Background: an optimization exercise with open tools, aiming at a short achievable clock period and few clock cycles per item. Do not read the settings as production practice.
In this exercise RTL edits were held to simulation tests only and were not proved equivalent to the original.
Power and IR drop assume default switching activity.

$ cat flow/config.mk
export PLATFORM = sky130hd
export DESIGN_NAME = mrx_top
export DESIGN_NICKNAME = mrx_top
export VERILOG_FILES = /design/flow/design.v
export SDC_FILE = /design/flow/constraint.sdc
export NUM_CORES = 4
export LEC_CHECK = 0
export CAP_MARGIN = 20
export CORE_MARGIN = 2
export CORE_UTILIZATION = 40
export SLEW_MARGIN = 20
$ cat flow/constraint.sdc
create_clock -name core_clock -period 5.0 [get_ports {clk}]
set_input_delay 1.0000 -clock core_clock [delete_from_list [all_inputs] [get_ports {clk}]]
set_output_delay 1.0000 -clock core_clock [all_outputs]
set_load 0.01 [all_outputs]
$ cat flow/design.v
`default_nettype none
package chan_pkg;
    typedef logic [7:0] byte_t;
    localparam int BUF_DEPTH = 16;
    typedef logic [4:0] cnt_t;       
    typedef logic [7:0] trig_t;      
    localparam int TICK_DIV_DEFAULT = 500;
endpackage
`default_nettype wire
`default_nettype none
package frame_pkg;
    localparam logic [7:0] HDR0     = 8'h24;
    localparam logic [7:0] HDR1     = 8'h46;
    localparam logic [7:0] HDR2     = 8'h54;
    localparam logic [7:0] HDR3     = 8'h43;
    localparam logic [7:0] END_BYTE = 8'hFE;
    typedef logic [15:0] crc_t;
    localparam crc_t CRC_INIT = 16'hFFFF;
    localparam crc_t CRC_POLY = 16'hA001;
    localparam int NX_HDR1  = 0;
    localparam int NX_HDR2  = 1;
    localparam int NX_HDR3  = 2;
    localparam int NX_LEN   = 3;
    localparam int NX_CHAN  = 4;
    localparam int NX_DATA  = 5;
    localparam int NX_CRCLO = 6;
    localparam int NX_CRCHI = 7;
    localparam int NX_END   = 8;
    localparam int NX_DONE  = 9;     
    localparam int NX_W     = 10;
endpackage
`default_nettype wire
`timescale 1ns/100ps
`default_nettype none
module tick_gen #(
    parameter int TICK_DIV = chan_pkg::TICK_DIV_DEFAULT
) (
    input  logic clk,
    input  logic rst_n,
    output logic tick
);
    localparam int CW = (TICK_DIV > 1) ? $clog2(TICK_DIV) : 1;
    logic [CW-1:0] div_cnt;
    always_ff @(posedge clk or negedge rst_n) begin
        if (!rst_n) begin
            div_cnt <= '0;
            tick    <= 1'b0;
        end else if (div_cnt == CW'(TICK_DIV - 1)) begin
            div_cnt <= '0;
            tick    <= 1'b1;     
        end else begin
            div_cnt <= div_cnt + 1'b1;
            tick    <= 1'b0;
        end
    end
endmodule
`default_nettype wire
`timescale 1ns/100ps
`default_nettype none
module rx_channel_buf (
    input  logic  clk,
    input  logic  rst_n,
    input  logic  tick,
    input  chan_pkg::byte_t wr_data,
    input  logic  wr_en,
    input  chan_pkg::trig_t timer_trig,
    input  logic  granted,       
    input  logic  pop,           
    input  logic  sent,          
    output chan_pkg::byte_t head,
    output chan_pkg::cnt_t  count,
    output logic  full,
    output logic  full_nxt,
    output frame_pkg::crc_t crc,
    output logic  ready
);
    localparam int D = chan_pkg::BUF_DEPTH;
    chan_pkg::byte_t mem [D];
    logic [D-1:0]    occ;        
    chan_pkg::trig_t idle_cnt;
    logic            nz;
    logic            push;
    chan_pkg::cnt_t  count_nxt;
    frame_pkg::crc_t crc_c;
    frame_pkg::crc_t crc_f;
    assign push = wr_en && !full;        
    assign head = mem[0];
    always_comb begin
        count_nxt = count;
        case ({push, sent})
            2'b10:   count_nxt = count + 1'b1;
            2'b01:   count_nxt = count - 1'b1;
            default: count_nxt = count;
        endcase
    end
    assign full_nxt = (count_nxt == chan_pkg::cnt_t'(D));
    always_ff @(posedge clk or negedge rst_n) begin
        if (!rst_n) begin
            count <= '0;
            full  <= 1'b0;
            nz    <= 1'b0;
            occ   <= '0;
        end else begin
            count <= count_nxt;
            full  <= full_nxt;
            nz    <= (count_nxt != '0);
            case ({push, pop})
                2'b10:   occ <= {occ[D-2:0], 1'b1};
                2'b01:   occ <= {1'b0, occ[D-1:1]};
                default: occ <= occ;
            endcase
        end
    end
    always_ff @(posedge clk) begin
        for (int i = 0; i < D; i++) begin
            if (pop) begin
                if (push && occ[i] && (i == D - 1 || !occ[(i + 1) % D])) begin
                    mem[i] <= wr_data;
                end else if (i < D - 1) begin
                    mem[i] <= mem[(i + 1) % D];
                end
            end else if (push && !occ[i] && (i == 0 || occ[(i + D - 1) % D])) begin
                mem[i] <= wr_data;
            end
        end
    end
    crc16_calc u_crc_c (.crc_in(crc),               .data_in(wr_data), .crc_out(crc_c));
    crc16_calc u_crc_f (.crc_in(frame_pkg::CRC_INIT), .data_in(wr_data), .crc_out(crc_f));
    always_ff @(posedge clk or negedge rst_n) begin
        if (!rst_n) begin
            crc <= frame_pkg::CRC_INIT;
        end else if (granted) begin
            crc <= push ? crc_f : frame_pkg::CRC_INIT;
        end else if (push) begin
            crc <= crc_c;
        end
    end
    always_ff @(posedge clk or negedge rst_n) begin
        if (!rst_n) begin
            idle_cnt <= '0;
        end else if (wr_en || granted) begin
            idle_cnt <= '0;
        end else if (tick && (idle_cnt < timer_trig)) begin
            idle_cnt <= idle_cnt + 1'b1;
        end
    end
    assign ready = nz && ((idle_cnt >= timer_trig) || full);
endmodule
`default_nettype wire
`timescale 1ns/100ps
`default_nettype none
module channel_select #(
    parameter int NUM_CHAN = 4
) (
    input  logic [NUM_CHAN-1:0]   ready,
    input  chan_pkg::cnt_t [NUM_CHAN-1:0]   counts,
    input  frame_pkg::crc_t [NUM_CHAN-1:0]  crcs,
    output logic                  any_ready,
    output logic [NUM_CHAN-1:0]   pri_vec,
    output chan_pkg::byte_t                 pri_chan,
    output chan_pkg::cnt_t                  pri_count,
    output frame_pkg::crc_t                 pri_crc
);
    always_comb begin
        pri_vec = '0;
        for (int i = NUM_CHAN - 1; i >= 0; i--) begin
            if (ready[i]) begin
                pri_vec = '0;
                pri_vec[i] = 1'b1;
            end
        end
    end
    always_comb begin
        pri_chan  = '0;
        pri_count = '0;
        pri_crc   = '0;
        for (int i = 0; i < NUM_CHAN; i++) begin
            pri_chan  = pri_chan  | ({8{pri_vec[i]}}  & chan_pkg::byte_t'(i + 1));
            pri_count = pri_count | ({5{pri_vec[i]}}  & counts[i]);
            pri_crc   = pri_crc   | ({16{pri_vec[i]}} & crcs[i]);
        end
    end
    assign any_ready = |ready;
endmodule
`default_nettype wire
`timescale 1ns/100ps
`default_nettype none
module crc16_calc (
    input  frame_pkg::crc_t  crc_in,
    input  chan_pkg::byte_t  data_in,
    output frame_pkg::crc_t  crc_out
);
    always_comb begin
        crc_out = crc_in ^ {8'h00, data_in};
        for (int i = 0; i < 8; i++) begin
            if (crc_out[0]) begin
                crc_out = (crc_out >> 1) ^ frame_pkg::CRC_POLY;
            end else begin
                crc_out = crc_out >> 1;
            end
        end
    end
endmodule
`default_nettype wire
`timescale 1ns/100ps
`default_nettype none
module frame_fsm #(
    parameter int NUM_CHAN = 4
) (
    input  logic  clk,
    input  logic  rst_n,
    input  logic  any_ready,
    input  logic [NUM_CHAN-1:0] pri_vec,
    input  chan_pkg::byte_t pri_chan,
    input  chan_pkg::cnt_t  pri_count,
    input  frame_pkg::crc_t pri_crc,
    input  chan_pkg::byte_t [NUM_CHAN-1:0] heads,
    input  logic  any_full_nxt,
    input  logic  tx_busy,
    output logic  [NUM_CHAN-1:0] granted_vec,
    output logic  [NUM_CHAN-1:0] pop_vec,
    output logic  [NUM_CHAN-1:0] sent_vec,
    output chan_pkg::byte_t tx_data,
    output logic  tx_strobe
);
    logic                       busy_q;      
    logic                       due;
    logic [frame_pkg::NX_W-1:0] nx;
    logic [NUM_CHAN-1:0]        gsel;
    chan_pkg::byte_t            len_b;
    chan_pkg::byte_t            chan_b;
    frame_pkg::crc_t            crc_q;
    chan_pkg::cnt_t             left;        
    logic                       last;        
    logic                       out_pay;     
    logic                       grant;
    logic                       strobe;
    logic                       busy_nxt;
    chan_pkg::byte_t            head_g;
    chan_pkg::byte_t            data_nxt;
    assign strobe    = due && !tx_busy;
    assign tx_strobe = strobe;
    assign grant     = !busy_q && any_ready;
    assign granted_vec = grant ? pri_vec : '0;
    assign pop_vec     = (strobe && nx[frame_pkg::NX_DATA]) ? gsel : '0;
    assign sent_vec    = (strobe && out_pay) ? gsel : '0;
    always_comb begin
        head_g = '0;
        for (int i = 0; i < NUM_CHAN; i++) begin
            head_g = head_g | ({8{gsel[i]}} & heads[i]);
        end
    end
    always_comb begin
        data_nxt = ({8{nx[frame_pkg::NX_HDR1]}}  & frame_pkg::HDR1)
                 | ({8{nx[frame_pkg::NX_HDR2]}}  & frame_pkg::HDR2)
                 | ({8{nx[frame_pkg::NX_HDR3]}}  & frame_pkg::HDR3)
                 | ({8{nx[frame_pkg::NX_LEN]}}   & len_b)
                 | ({8{nx[frame_pkg::NX_CHAN]}}  & chan_b)
                 | ({8{nx[frame_pkg::NX_DATA]}}  & head_g)
                 | ({8{nx[frame_pkg::NX_CRCLO]}} & crc_q[7:0])
                 | ({8{nx[frame_pkg::NX_CRCHI]}} & crc_q[15:8])
                 | ({8{nx[frame_pkg::NX_END]}}   & frame_pkg::END_BYTE)
                 | ({8{nx[frame_pkg::NX_DONE]}}  & frame_pkg::HDR0);
    end
    assign busy_nxt = grant || (busy_q && !(strobe && nx[frame_pkg::NX_DONE]));
    always_ff @(posedge clk or negedge rst_n) begin
        if (!rst_n) begin
            busy_q  <= 1'b0;
            due     <= 1'b0;
            tx_data <= frame_pkg::HDR0;
            nx      <= frame_pkg::NX_W'(1) << frame_pkg::NX_HDR1;
            out_pay <= 1'b0;
            gsel    <= '0;
            len_b   <= '0;
            chan_b  <= '0;
            crc_q   <= '0;
            left    <= '0;
            last    <= 1'b0;
        end else begin
            busy_q <= busy_nxt;
            due    <= busy_nxt || any_full_nxt;
            if (grant) begin
                gsel   <= pri_vec;
                len_b  <= chan_pkg::byte_t'(pri_count);
                chan_b <= pri_chan;
                crc_q  <= pri_crc;
                left   <= pri_count;
                last   <= (pri_count == chan_pkg::cnt_t'(1));
            end
            if (strobe) begin
                tx_data <= data_nxt;
                out_pay <= nx[frame_pkg::NX_DATA];
                if (nx[frame_pkg::NX_DATA]) begin
                    left <= left - 1'b1;
                    last <= (left == chan_pkg::cnt_t'(2));
                    if (last) begin
                        nx <= frame_pkg::NX_W'(1) << frame_pkg::NX_CRCLO;
                    end
                end else if (nx[frame_pkg::NX_DONE]) begin
                    nx <= frame_pkg::NX_W'(1) << frame_pkg::NX_HDR1;
                end else begin
                    nx <= nx << 1;
                end
            end
        end
    end
endmodule
`default_nettype wire
`timescale 1ns/100ps
`default_nettype none
module mrx_top #(
    parameter int NUM_CHAN = 4,
    parameter int TICK_DIV = chan_pkg::TICK_DIV_DEFAULT
) (
    input  logic                  clk,
    input  logic                  rst_n,
    input  chan_pkg::byte_t [NUM_CHAN-1:0]  rx_data,
    input  logic [NUM_CHAN-1:0]   rx_valid,
    input  chan_pkg::trig_t [NUM_CHAN-1:0]  timer_trig,
    input  logic                  tx_busy,
    output chan_pkg::byte_t                 tx_data,
    output logic                  tx_strobe
);
    logic                 tick;
    logic [NUM_CHAN-1:0]  ready;
    logic [NUM_CHAN-1:0]  full;
    logic [NUM_CHAN-1:0]  full_nxt;
    chan_pkg::byte_t [NUM_CHAN-1:0] heads;
    chan_pkg::cnt_t [NUM_CHAN-1:0]  counts;
    frame_pkg::crc_t [NUM_CHAN-1:0] crcs;
    logic [NUM_CHAN-1:0]  pop_vec;
    logic [NUM_CHAN-1:0]  sent_vec;
    logic [NUM_CHAN-1:0]  granted_vec;
    logic [NUM_CHAN-1:0]  pri_vec;
    logic                 any_ready;
    chan_pkg::byte_t      pri_chan;
    chan_pkg::cnt_t       pri_count;
    frame_pkg::crc_t      pri_crc;
    tick_gen #(.TICK_DIV(TICK_DIV)) u_tick (.clk(clk), .rst_n(rst_n), .tick(tick));
    for (genvar i = 0; i < NUM_CHAN; i++) begin : g_chan
        rx_channel_buf u_buf (
            .clk        (clk),
            .rst_n      (rst_n),
            .tick       (tick),
            .wr_data    (rx_data[i]),
            .wr_en      (rx_valid[i]),
            .timer_trig (timer_trig[i]),
            .granted    (granted_vec[i]),
            .pop        (pop_vec[i]),
            .sent       (sent_vec[i]),
            .head       (heads[i]),
            .count      (counts[i]),
            .full       (full[i]),
            .full_nxt   (full_nxt[i]),
            .crc        (crcs[i]),
            .ready      (ready[i])
        );
    end
    channel_select #(.NUM_CHAN(NUM_CHAN)) u_sel (
        .ready(ready), .counts(counts), .crcs(crcs), .any_ready(any_ready),
        .pri_vec(pri_vec), .pri_chan(pri_chan), .pri_count(pri_count), .pri_crc(pri_crc)
    );
    frame_fsm #(.NUM_CHAN(NUM_CHAN)) u_fsm (
        .clk(clk), .rst_n(rst_n), .any_ready(any_ready), .pri_vec(pri_vec),
        .pri_chan(pri_chan), .pri_count(pri_count), .pri_crc(pri_crc), .heads(heads),
        .any_full_nxt(|full_nxt), .tx_busy(tx_busy), .granted_vec(granted_vec),
        .pop_vec(pop_vec), .sent_vec(sent_vec), .tx_data(tx_data), .tx_strobe(tx_strobe)
    );
endmodule
`default_nettype wire
$ cat flow/run.sh
#!/bin/bash
# synth_recipe.tcl (not shown) runs the flow's synth.tcl, then flattens the netlist and writes it again
# the make line also repeats each setting of config.mk as NAME=value (left out here)
make -C /OpenROAD-flow-scripts/flow DESIGN_CONFIG=/design/flow/config.mk WORK_HOME=/design/flow/orfs CLKGATE_MAP_FILE= SYNTH_SCRIPT=/design/flow/synth_recipe.tcl finish
==> impl_metrics.json, run 1 <==
{
  "tightest_slew_ns": 1.13,
  "cpMostUsedCell": "inv_1",
  "cts_made_buffers": 82,
  "async_reset_ff_share_pct": 33.0,
  "io_pins": 80,
  "syn_area_mm2": 0.0371,
  "post-route-drc-count": 0,
  "cp_max_fo": 15,
  "vias_per_cell": 5.37,
  "crit_arrival_ns": 4.35,
  "coreArea_mm2": 0.0917,
  "port_buffers": 79,
  "ys_ff_latch": 764,
  "p_sw_mw": 7.91,
  "reg2reg_from": "g_chan[1].u_buf.idle_cnt[5]",
  "crit_path_top_delay_cell": "clkdlybuf4s50_1",
  "crit_start": "tx_busy",
  "wl_um": 81800,
  "seqPwrFrac_pct": 45.1,
  "dr_total_vias": 22100,
  "rows": 111,
  "hold_class": "in -> async",
  "die_h_um": 308,
  "power.internal_mw": 15.5,
  "p_per_area_mw_per_mm2": 556,
  "nNetsFinal": 2997,
  "fin_skew_ns": 0.0158,
  "drive_above_1_share_pct": 30.3,
  "fin_util_pct": 45.9,
  "status": "timing/DRC/antenna clean",
  "synth-seq-area-share_pct": 58.7,
  "comb_power_share_pct": 29.6,
  "drv_cap": 0,
  "pwr-share-clk_pct": 25.4,
  "cts_setup_buffers": 0,
  "max_stage_delay_ns": 0.47,
  "start_util_pct": 40.4,
  "power_leakage_nw": 15.2,
  "critPathRequiredTime_ns": 5.51,
  "first_pass_iters": 8,
  "diodes": 0,
  "instances_no_fill": 4116,
  "setup_viol_count_final": 0,
  "syn-num-nets": 2934,
  "fin_tns_setup_ns": 0,
  "p_sw_share_pct": 33.8,
  "clkLatencyLatePin_ns": 0.64,
  "place.gp.congestion": 0.883,
  "grt_max_degree": 110,
  "fin_ws_ns": 1.16,
  "grt.overflow.total": 0,
  "syn_avg_cell_area_um2": 13.2,
  "clk_pin_slew_worst_paths_ns": 0.06,
  "cts_resized": 0,
  "die-area_mm2": 0.0951,
  "timing.final.max_slew_violations": 0,
  "criticalPathCategory": "in -> reg",
  "grt_pass1_wl_um": 131000,
  "clk_path_buf_depth": 3,
  "synth_warnings": 6,
  "rsz0062_at_grt": "false",
  "dpl.cell_count": 3965,
  "synth_edf_count": 512,
  "wire_per_inst_um": 19.9,
  "fmaxAchievable_mhz": 260,
  "drt_iter0_drc": 1399,
  "crit_chain": "clkdlybuf4s50_1 > nand2b_1 > inv_1 > buf_4 > and3_1 > ha_1 > inv_1 > fa_1 > inv_1 > a21o_1 > a21oi_1 > xnor2_1 > nor2_1 > xnor2_1 > o22ai_1 > or4_1",
  "ant_nets": 0,
  "ys_types": 75,
  "area_growth_pct": 13.6,
  "dpl_worst_slack_ns": 0.560,
  "ys.flop_type": "edfxtp_1",
  "cp-end-kind": "register",
  "ctsRootBufferMaster": "clkbuf_16",
  "antenna_found_initial": 0,
  "cts_sinks": 764,
  "grt_pass1_vias": 23100,
  "die_w_um": 308,
  "grt_use_total_pct": 17.4,
  "htree_levels": 3,
  "postCtsHoldBufs": 0,
  "hold_ws_ns": 0.429,
  "dp_hpwl_um": 54600,
  "finalHoldViolations": 0,
  "ir_worst_vdd_mv": 0.262,
  "fin_crit_sh_pct": 76.8,
  "period_needed_ns": 3.84,
  "cts_tree": "yes",
  "critPathLaunchType": "input pin",
  "relSlewSlack_pct": 24.0,
  "postSynthCellCount": 2800
}
[sequential cells by signal, indices dropped and copies added, names as in the netlist, 9 cells and up]
| register | cells |
|---|---|
| g_chan.u_buf.crc | 64 |
| g_chan.u_buf.idle_cnt | 32 |
| u_fsm.nx | 10 |
| u_fsm.crc_q | 16 |
| g_chan.u_buf.mem | 512 |
| g_chan.u_buf.occ | 64 |
| u_tick.div_cnt | 9 |
| g_chan.u_buf.count | 20 |
[layer usage]
layer	vias to the layer above	track usage, %	share of wire, %
met5	-	0	0
met2	404	29.3	49
met3	121	2.39	3.9
met1	11200	23.2	45
li1	10400	-	-
met4	0	5.56	2.2
[path summary, 6_finish.rpt]
kind                                                  to  cells after the start  slack [ns]
worst max-delay path                           u_fsm.due                     16        1.16
worst min-delay path              g_chan[1].u_buf.occ[7]                      1        0.43
min in group core_clock                 u_fsm.tx_data[5]                      2        0.48
max in group asynchronous       g_chan[3].u_buf.count[0]                      2        3.35
worst max register to register                u_fsm.last                      9        1.62
worst min register to register          u_fsm.tx_data[5]                      2        0.48
[kinds of logic after synthesis]
group	after synthesis	share of synthesized area, %
flops	764	58.7
mux	542	16.3
simple gates	475	5.81
compound gates	468	9.38
buf+inv	303	3.23
xor+xnor	185	4.37
fa+ha+maj	63	2.21
[synth_stat cells (all sizes together), types with 16 or more instances]
cell type / number / area share, %
edfxtp: 512 / 41
mux2: 480 / 15
nand2: 219 / 2.3
dfrtp: 185 / 12
inv: 131 / 1.3
clkbuf: 127 / 1.3
xnor2: 122 / 2.9
nor2: 115 / 1.2
o21ai: 109 / 1.5
a21oi: 93 / 1.3
a31oi: 73 / 2.2
dfstp: 67 / 4.8
o31ai: 65 / 1.4
xor2: 63 / 1.5
mux2i: 62 / 1.7
ha: 59 / 2.0
buf: 41 / 0.57
nand3: 38 / 0.51
a22oi: 33 / 0.67
a22o: 26 / 0.61
nor3: 24 / 0.34
nand4: 17 / 0.29
a2bb2oi: 16 / 0.38
[area by class of cell]
cell class                 instances  area (um2)
fill                            8088       49600
sequential                       764       21800
multi-input combinational       1733       14400
clock buffer                     109        2210
tap                             1186        1480
timing repair buffer             147        1320
inverter                         135         507
clock inverter                    42         390
[per-stage QoR]
step,cell area (um2),power (mW)
6_report,42100,23.4
5_1_grt,42100,24.8
4_1_cts,41900,23.5
3_5_place_dp,39300,17.4
3_3_place_gp,39200,17.1
2_1_floorplan,37100,15.4
[placed cells by master, fill, tap and decap left out, types with 59 or more instances in the layout]
| cell | netlist | routed |
|---|---|---|
| edfxtp_1 | 512 | 512 |
| mux2_2 | 480 | 480 |
| nand2_1 | 214 | 214 |
| dfrtp_1 | 185 | 185 |
| inv_1 | 130 | 130 |
| xnor2_1 | 122 | 122 |
| nor2_1 | 112 | 112 |
| o21ai_0 | 104 | 99 |
| a21oi_1 | 88 | 88 |
| clkbuf_16 | 0 | 83 |
| clkdlybuf4s50_1 | 0 | 78 |
| dfstp_2 | 67 | 67 |
| buf_4 | 4 | 67 |
| xor2_1 | 63 | 63 |
| mux2i_1 | 62 | 62 |
| ha_1 | 59 | 59 |
[critical path, delay by kind of cell]
kind | cells | cell delay, ns
AO/OA/AOI/OAI | 3 | 0.35
XOR/XNOR | 2 | 0.38
adder cells (fa/ha/maj) | 2 | 0.64
buffers and inverters | 5 | 1.10
AND/OR/NAND/NOR | 4 | 0.89
[power by group through the flow]
stage          Sequential, mW  Combinational (mW)  Clock (mW)
2_1_floorplan            9.97                5.40           0
3_3_place_gp             10.6                6.54           0
3_5_place_dp             10.6                6.79           0
4_1_cts                  10.5                6.84        6.10
5_1_grt                  10.7                7.67        6.36
6_report                 10.5                6.92        5.94
Testbench counts, summed over its fixed seeds: cycles 153,438, bytes 17,682.
==> run 2: changes to the inputs <==
--- a/flow/design.v
+++ b/flow/design.v
@@ -71,6 +71,7 @@
     output chan_pkg::cnt_t  count,
     output logic  full,
     output logic  full_nxt,
+    output logic  one,           
     output frame_pkg::crc_t crc,
     output logic  ready
 );
@@ -79,31 +80,43 @@
     logic [D-1:0]    occ;        
     chan_pkg::trig_t idle_cnt;
     logic            nz;
+    logic            c15;        
     logic            push;
+    logic            inc;
+    logic            dec;
     chan_pkg::cnt_t  count_nxt;
+    chan_pkg::cnt_t  count_p1;
+    chan_pkg::cnt_t  count_m1;
     frame_pkg::crc_t crc_c;
     frame_pkg::crc_t crc_f;
     assign push = wr_en && !full;        
     assign head = mem[0];
-    always_comb begin
-        count_nxt = count;
-        case ({push, sent})
-            2'b10:   count_nxt = count + 1'b1;
-            2'b01:   count_nxt = count - 1'b1;
-            default: count_nxt = count;
-        endcase
-    end
-    assign full_nxt = (count_nxt == chan_pkg::cnt_t'(D));
+    assign inc      = push && !sent;
+    assign dec      = sent && !push;
+    assign count_p1 = count + 1'b1;
+    assign count_m1 = count - 1'b1;
+    assign count_nxt = inc ? count_p1 : (dec ? count_m1 : count);
+    assign full_nxt = !sent && (full || (c15 && wr_en));
     always_ff @(posedge clk or negedge rst_n) begin
         if (!rst_n) begin
             count <= '0;
             full  <= 1'b0;
             nz    <= 1'b0;
+            c15   <= 1'b0;
+            one   <= 1'b0;
             occ   <= '0;
         end else begin
             count <= count_nxt;
             full  <= full_nxt;
-            nz    <= (count_nxt != '0);
+            if (inc) begin
+                nz  <= 1'b1;
+                c15 <= (count == chan_pkg::cnt_t'(D - 2));
+                one <= (count == '0);
+            end else if (dec) begin
+                nz  <= (count != chan_pkg::cnt_t'(1));
+                c15 <= full;
+                one <= (count == chan_pkg::cnt_t'(2));
+            end
             case ({push, pop})
                 2'b10:   occ <= {occ[D-2:0], 1'b1};
                 2'b01:   occ <= {1'b0, occ[D-1:1]};
@@ -116,8 +129,8 @@
             if (pop) begin
                 if (push && occ[i] && (i == D - 1 || !occ[(i + 1) % D])) begin
                     mem[i] <= wr_data;
-                end else if (i < D - 1) begin
-                    mem[i] <= mem[(i + 1) % D];
+                end else begin
+                    mem[i] <= (i < D - 1) ? mem[(i + 1) % D] : mem[i];
                 end
             end else if (push && !occ[i] && (i == 0 || occ[(i + D - 1) % D])) begin
                 mem[i] <= wr_data;
@@ -155,11 +168,13 @@
     input  logic [NUM_CHAN-1:0]   ready,
     input  chan_pkg::cnt_t [NUM_CHAN-1:0]   counts,
     input  frame_pkg::crc_t [NUM_CHAN-1:0]  crcs,
+    input  logic [NUM_CHAN-1:0]   ones,
     output logic                  any_ready,
     output logic [NUM_CHAN-1:0]   pri_vec,
     output chan_pkg::byte_t                 pri_chan,
     output chan_pkg::cnt_t                  pri_count,
-    output frame_pkg::crc_t                 pri_crc
+    output frame_pkg::crc_t                 pri_crc,
+    output logic                  pri_one
 );
     always_comb begin
         pri_vec = '0;
@@ -181,6 +196,7 @@
         end
     end
     assign any_ready = |ready;
+    assign pri_one   = |(pri_vec & ones);
 endmodule
 `default_nettype wire
 `timescale 1ns/100ps
@@ -214,6 +230,7 @@
     input  chan_pkg::byte_t pri_chan,
     input  chan_pkg::cnt_t  pri_count,
     input  frame_pkg::crc_t pri_crc,
+    input  logic  pri_one,
     input  chan_pkg::byte_t [NUM_CHAN-1:0] heads,
     input  logic  any_full_nxt,
     input  logic  tx_busy,
@@ -263,11 +280,17 @@
                  | ({8{nx[frame_pkg::NX_DONE]}}  & frame_pkg::HDR0);
     end
     assign busy_nxt = grant || (busy_q && !(strobe && nx[frame_pkg::NX_DONE]));
+    always_ff @(posedge clk) begin
+        if (strobe) begin
+            tx_data <= data_nxt;
+        end else if (!busy_q) begin
+            tx_data <= frame_pkg::HDR0;
+        end
+    end
     always_ff @(posedge clk or negedge rst_n) begin
         if (!rst_n) begin
             busy_q  <= 1'b0;
             due     <= 1'b0;
-            tx_data <= frame_pkg::HDR0;
             nx      <= frame_pkg::NX_W'(1) << frame_pkg::NX_HDR1;
             out_pay <= 1'b0;
             gsel    <= '0;
@@ -285,10 +308,9 @@
                 chan_b <= pri_chan;
                 crc_q  <= pri_crc;
                 left   <= pri_count;
-                last   <= (pri_count == chan_pkg::cnt_t'(1));
+                last   <= pri_one;
             end
             if (strobe) begin
-                tx_data <= data_nxt;
                 out_pay <= nx[frame_pkg::NX_DATA];
                 if (nx[frame_pkg::NX_DATA]) begin
                     left <= left - 1'b1;
@@ -325,6 +347,8 @@
     logic [NUM_CHAN-1:0]  ready;
     logic [NUM_CHAN-1:0]  full;
     logic [NUM_CHAN-1:0]  full_nxt;
+    logic [NUM_CHAN-1:0]  ones;
+    logic                 pri_one;
     chan_pkg::byte_t [NUM_CHAN-1:0] heads;
     chan_pkg::cnt_t [NUM_CHAN-1:0]  counts;
     frame_pkg::crc_t [NUM_CHAN-1:0] crcs;
@@ -352,17 +376,18 @@
             .count      (counts[i]),
             .full       (full[i]),
             .full_nxt   (full_nxt[i]),
+            .one        (ones[i]),
             .crc        (crcs[i]),
             .ready      (ready[i])
         );
     end
     channel_select #(.NUM_CHAN(NUM_CHAN)) u_sel (
-        .ready(ready), .counts(counts), .crcs(crcs), .any_ready(any_ready),
-        .pri_vec(pri_vec), .pri_chan(pri_chan), .pri_count(pri_count), .pri_crc(pri_crc)
+        .ready(ready), .counts(counts), .crcs(crcs), .ones(ones), .any_ready(any_ready),
+        .pri_vec(pri_vec), .pri_chan(pri_chan), .pri_count(pri_count), .pri_crc(pri_crc), .pri_one(pri_one)
     );
     frame_fsm #(.NUM_CHAN(NUM_CHAN)) u_fsm (
         .clk(clk), .rst_n(rst_n), .any_ready(any_ready), .pri_vec(pri_vec),
-        .pri_chan(pri_chan), .pri_count(pri_count), .pri_crc(pri_crc), .heads(heads),
+        .pri_chan(pri_chan), .pri_count(pri_count), .pri_crc(pri_crc), .pri_one(pri_one), .heads(heads),
         .any_full_nxt(|full_nxt), .tx_busy(tx_busy), .granted_vec(granted_vec),
         .pop_vec(pop_vec), .sent_vec(sent_vec), .tx_data(tx_data), .tx_strobe(tx_strobe)
     );
--- a/flow/config.mk
+++ b/flow/config.mk
@@ -5,7 +5,9 @@
 export SDC_FILE = /design/flow/constraint.sdc
 export NUM_CORES = 4
 export LEC_CHECK = 0
+export ABC_CLOCK_PERIOD_IN_PS = 2000
 export CAP_MARGIN = 20
 export CORE_MARGIN = 2
 export CORE_UTILIZATION = 40
+export SETUP_SLACK_MARGIN = 3.0
 export SLEW_MARGIN = 20
==> run 2 against run 1 <==
Net effect:
- area after synthesis increased by 1.2%
- global-route usage increased by 2.3 points
- clock power increased by 4.4%
- highest routed layer unchanged
- sequential share of layout area decreased by 9.1 points
- utilization increased by 9.7 points
- cell area increased by 23%
- still clean
- synthesized cell count increased by 1.7%
- non-clock buffer count increased by 233
- register-to-register slack improved by 0.83 ns
- cell count increased by 8.7%
- critical path depth decreased by 6
==> impl_metrics.json, run 2 <==
{
  "cts_tree": "yes",
  "synth_top_cell_area_share_pct": 41.6,
  "fin_skew_ns": 0.0372,
  "wire_per_inst_um": 21.2,
  "stdcell_area_mm2": 0.0517,
  "cts_sinks": 772,
  "synthXorXnorAreaFrac_pct": 4.11,
  "cp-end-kind": "register",
  "antenna_found_initial": 1,
  "ys.flop_type": "edfxtp_1",
  "syn_area_mm2": 0.0375,
  "area_growth_pct": 38.0,
  "crit_start": "timer_trig[13]",
  "synth_compound_area_share_pct": 9.78,
  "postSynthCellCount": 2847,
  "synth_warnings": 6,
  "rsz0062_at_grt": "true",
  "async_reset_ff_share_pct": 32.6,
  "synth_fa_ha_area_share_pct": 2.24,
  "start_util_pct": 40.3,
  "htree_levels": 3,
  "die_w_um": 310,
  "ctsRootBufferMaster": "clkbuf_16",
  "synth-simple-area-share_pct": 5.77,
  "hold_class": "in -> async",
  "fin_util_pct": 55.6,
  "crit_arrival_ns": 3.10,
  "ant_nets": 0,
  "finalHoldViolations": 0,
  "critPathLaunchType": "input pin",
  "reg2reg_from": "g_chan[0].u_buf.idle_cnt[0]",
  "grt.overflow.total": 0,
  "die_h_um": 310,
  "synthTopCellsByCount": "520 x edfxtp_1, 486 x mux2_2, 187 x dfrtp_1, 184 x nand2_1, 133 x clkbuf_1",
  "synth.largest_area_cell": "edfxtp_1",
  "ys_types": 70,
  "dpl-instance-area_mm2": 0.0437,
  "synth_top_family_by_area": "multiplexers",
  "grt_pass1_vias": 25600,
  "power_leakage_nw": 19.0,
  "drt_iter0_drc": 1628,
  "dr_total_vias": 24500,
  "nNetsFinal": 3292,
  "synth_area_leaders": "edfxtp_1 42%, mux2_2 15%, dfrtp_1 12%",
  "syn_avg_cell_area_um2": 13.2,
  "grt_use_total_pct": 19.7,
  "setup_viol_count_final": 0,
  "vias_per_cell": 5.47,
  "critPathRequiredTime_ns": 5.51,
  "synth_edf_count": 520,
  "cp_max_fo": 8,
  "fin_crit_sh_pct": 51.7,
  "die-area_mm2": 0.0962,
  "status": "timing/DRC/antenna clean",
  "period_needed_ns": 2.58,
  "clkLatencyLatePin_ns": 0.66,
  "io_pins": 80,
  "clk_pin_slew_worst_paths_ns": 0.06,
  "clk_path_buf_depth": 3,
  "fmaxAchievable_mhz": 387,
  "ys_ff_latch": 772,
  "first_pass_iters": 6,
  "tightest_slew_ns": 0.995,
  "drive_above_1_share_pct": 46.8,
  "relSlewSlack_pct": 33.4,
  "place.gp.congestion": 0.910,
  "p_per_area_mw_per_mm2": 392,
  "drv_cap": 0,
  "layout_common_cells": "520 x edfxtp_1, 483 x mux2_4, 173 x dfrtp_1, 159 x nand2_1, 114 x buf_4",
  "grt_max_degree": 94,
  "worst_r2r_path_depth": 10,
  "synth-seq-area-share_pct": 58.7,
  "criticalPathCategory": "in -> reg",
  "power_mw": 20.3,
  "wl_um": 94900,
  "post-synth-top-count-cell": "edfxtp_1",
  "reg_top3": "g_chan.u_buf.mem x512, g_chan.u_buf.crc x64, g_chan.u_buf.occ x64",
  "cts_made_buffers": 85,
  "diodes": 0,
  "rows": 112,
  "port_buffers": 79,
  "ir_worst_vdd_mv": 0.256,
  "timing.final.max_slew_violations": 0,
  "coreArea_mm2": 0.0930,
  "largest_reg_flops": 512,
  "grt_pass1_wl_um": 149000,
  "post-route-drc-count": 0,
  "synthMuxAreaShare_pct": 16.3,
  "layout_commonest_cell": "edfxtp_1",
  "largest_register": "g_chan.u_buf.mem",
  "postCtsHoldBufs": 0,
  "fin_tns_setup_ns": 0,
  "dp_hpwl_um": 57400,
  "syn-num-nets": 2985
}
## run 2: cell count changes in the layout (fill, tap and decap cells not counted), moves of 46 or more
cell             previous run  this run
mux2_4                      0       483
o21ai_1                     6        69
nand2_1                   214       159
buf_6                       0        67
clkdlybuf4s50_1            78        32
o21ai_0                    99        36
mux2_2                    480         3
o31ai_4                     2        61
buf_4                      67       114
o31ai_2                    57         7
a31oi_2                    56         1
buf_12                      1       100
a31oi_4                     0        58
## run 2: cell type report
class                      count  area, um2
fill                        7244      41300
sequential                   772      22000
multi-input combinational   1783      20000
timing repair buffer         380       4790
clock buffer                  95       2160
tap                         1254       1570
inverter                     131        634
clock inverter                59        571
timing repair inverter         1       8.76
## run 2: logic make-up after synthesis
logic type / Yosys count
compound gates: 511
xor+xnor: 176
fa+ha+maj: 67
buf+inv: 304
flops: 772
mux: 549
simple gates: 468
## run 2: per-stage QoR
stage | std cells | worst slack (ns) | hold slack [ns]
6_report | 4475 | 2.42 | 0.398
5_1_grt | 4475 | 2.38 | 0.432
4_1_cts | 4439 | 2.45 | 0.390
3_5_place_dp | 4056 | 0.738 | 0.481
3_3_place_gp | 4056 | 0.810 | 0.469
2_1_floorplan | 2847 | 1.99 | 0.439
## run 2: where the power goes
| part | leakage (nW) | internal [mW] | switching (mW) | total [mW] |
|---|---|---|---|---|
| registers | 7.74 | 7.66 | 1.34 | 9.01 |
| logic | 9.91 | 2.43 | 2.64 | 5.07 |
| clock network | 1.34 | 3.55 | 2.65 | 6.20 |
## run 2: worst max-delay path, cell delays in order
cell,delay (ns)
buf_8,0.10
inv_8,0.04
ha_4,0.19
a211oi_2,0.20
nor2_2,0.07
o31a_1,0.26
or3_4,0.47
or3_4,0.50
nand2b_4,0.19
nor2_1,0.05
## run 2: path summary, 6_finish.rpt
kind / endpoint / slack (ns)
worst max-delay path: g_chan[3].u_buf.idle_cnt[5] / 2.42
worst min-delay path: g_chan[3].u_buf.occ[6] / 0.40
worst max register to register: g_chan[3].u_buf.idle_cnt[5] / 2.45
worst min register to register: u_tick.div_cnt[0] / 0.48
max in group asynchronous: g_chan[1].u_buf.idle_cnt[5] / 3.46
min in group core_clock: u_tick.div_cnt[0] / 0.48
## run 2: routing by layer
layer  global-route usage (%)  routed length [um]  share of wire, %  vias to the layer above
li1                         -                   -                 -                    11200
met1                     26.2               41300                44                    12500
met2                     32.8               46400                49                      622
met3                     2.91                4200               4.4                      165
met4                     7.31                3030               3.2                        0
met5                        0                   0                 0                        -
## run 2: timing repair
item / 4_1_cts / 5_1_grt
cloned: 23 / 3
gates resized for setup: 462 / 152
setup endpoints to repair: 1230 / 1174
pin swaps: 142 / 84
setup buffers: 206 / 33
endpoints found under the hold margin: 0 / 0
Testbench counts of run 2, summed over its fixed seeds: cycles 153,438, bytes 17,682.

## separate check: timing with driven ports
No port has a modelled driver above. Below, the same layouts with a new extraction and two added sets of constraints. Step 1 sets driving cells, clkbuf_16 on the clock port and buf_2 on the other inputs (assumed; they add their load-dependent delay and slew). Step 2 times the ports against the registers' clock, not the clock port: input delays grow and output delays shrink by t, the midpoint of the rising clock arrivals with the driver on. Slacks: ideal ports / drivers / drivers and shift; pairs: ideal ports / drivers.
run | shift t [ns] | setup slack, ns | hold WS [ns] | worst setup path after step 2 | slew at the worst register clock pin (ns)
run 1 | 0.700 | 1.158 / 1.201 / 0.502 | 0.429 / 0.415 / 0.482 | input to register | 0.07 / 0.07
run 2 | 0.705 | 2.415 / 2.428 / 1.723 | 0.398 / 0.388 / 0.480 | input to register | 0.07 / 0.07
After both steps every run listed still meets setup and hold. For run 2, which loses most, drivers alone change the setup slack by +0.013 ns; drivers and shift together by -0.692 ns.
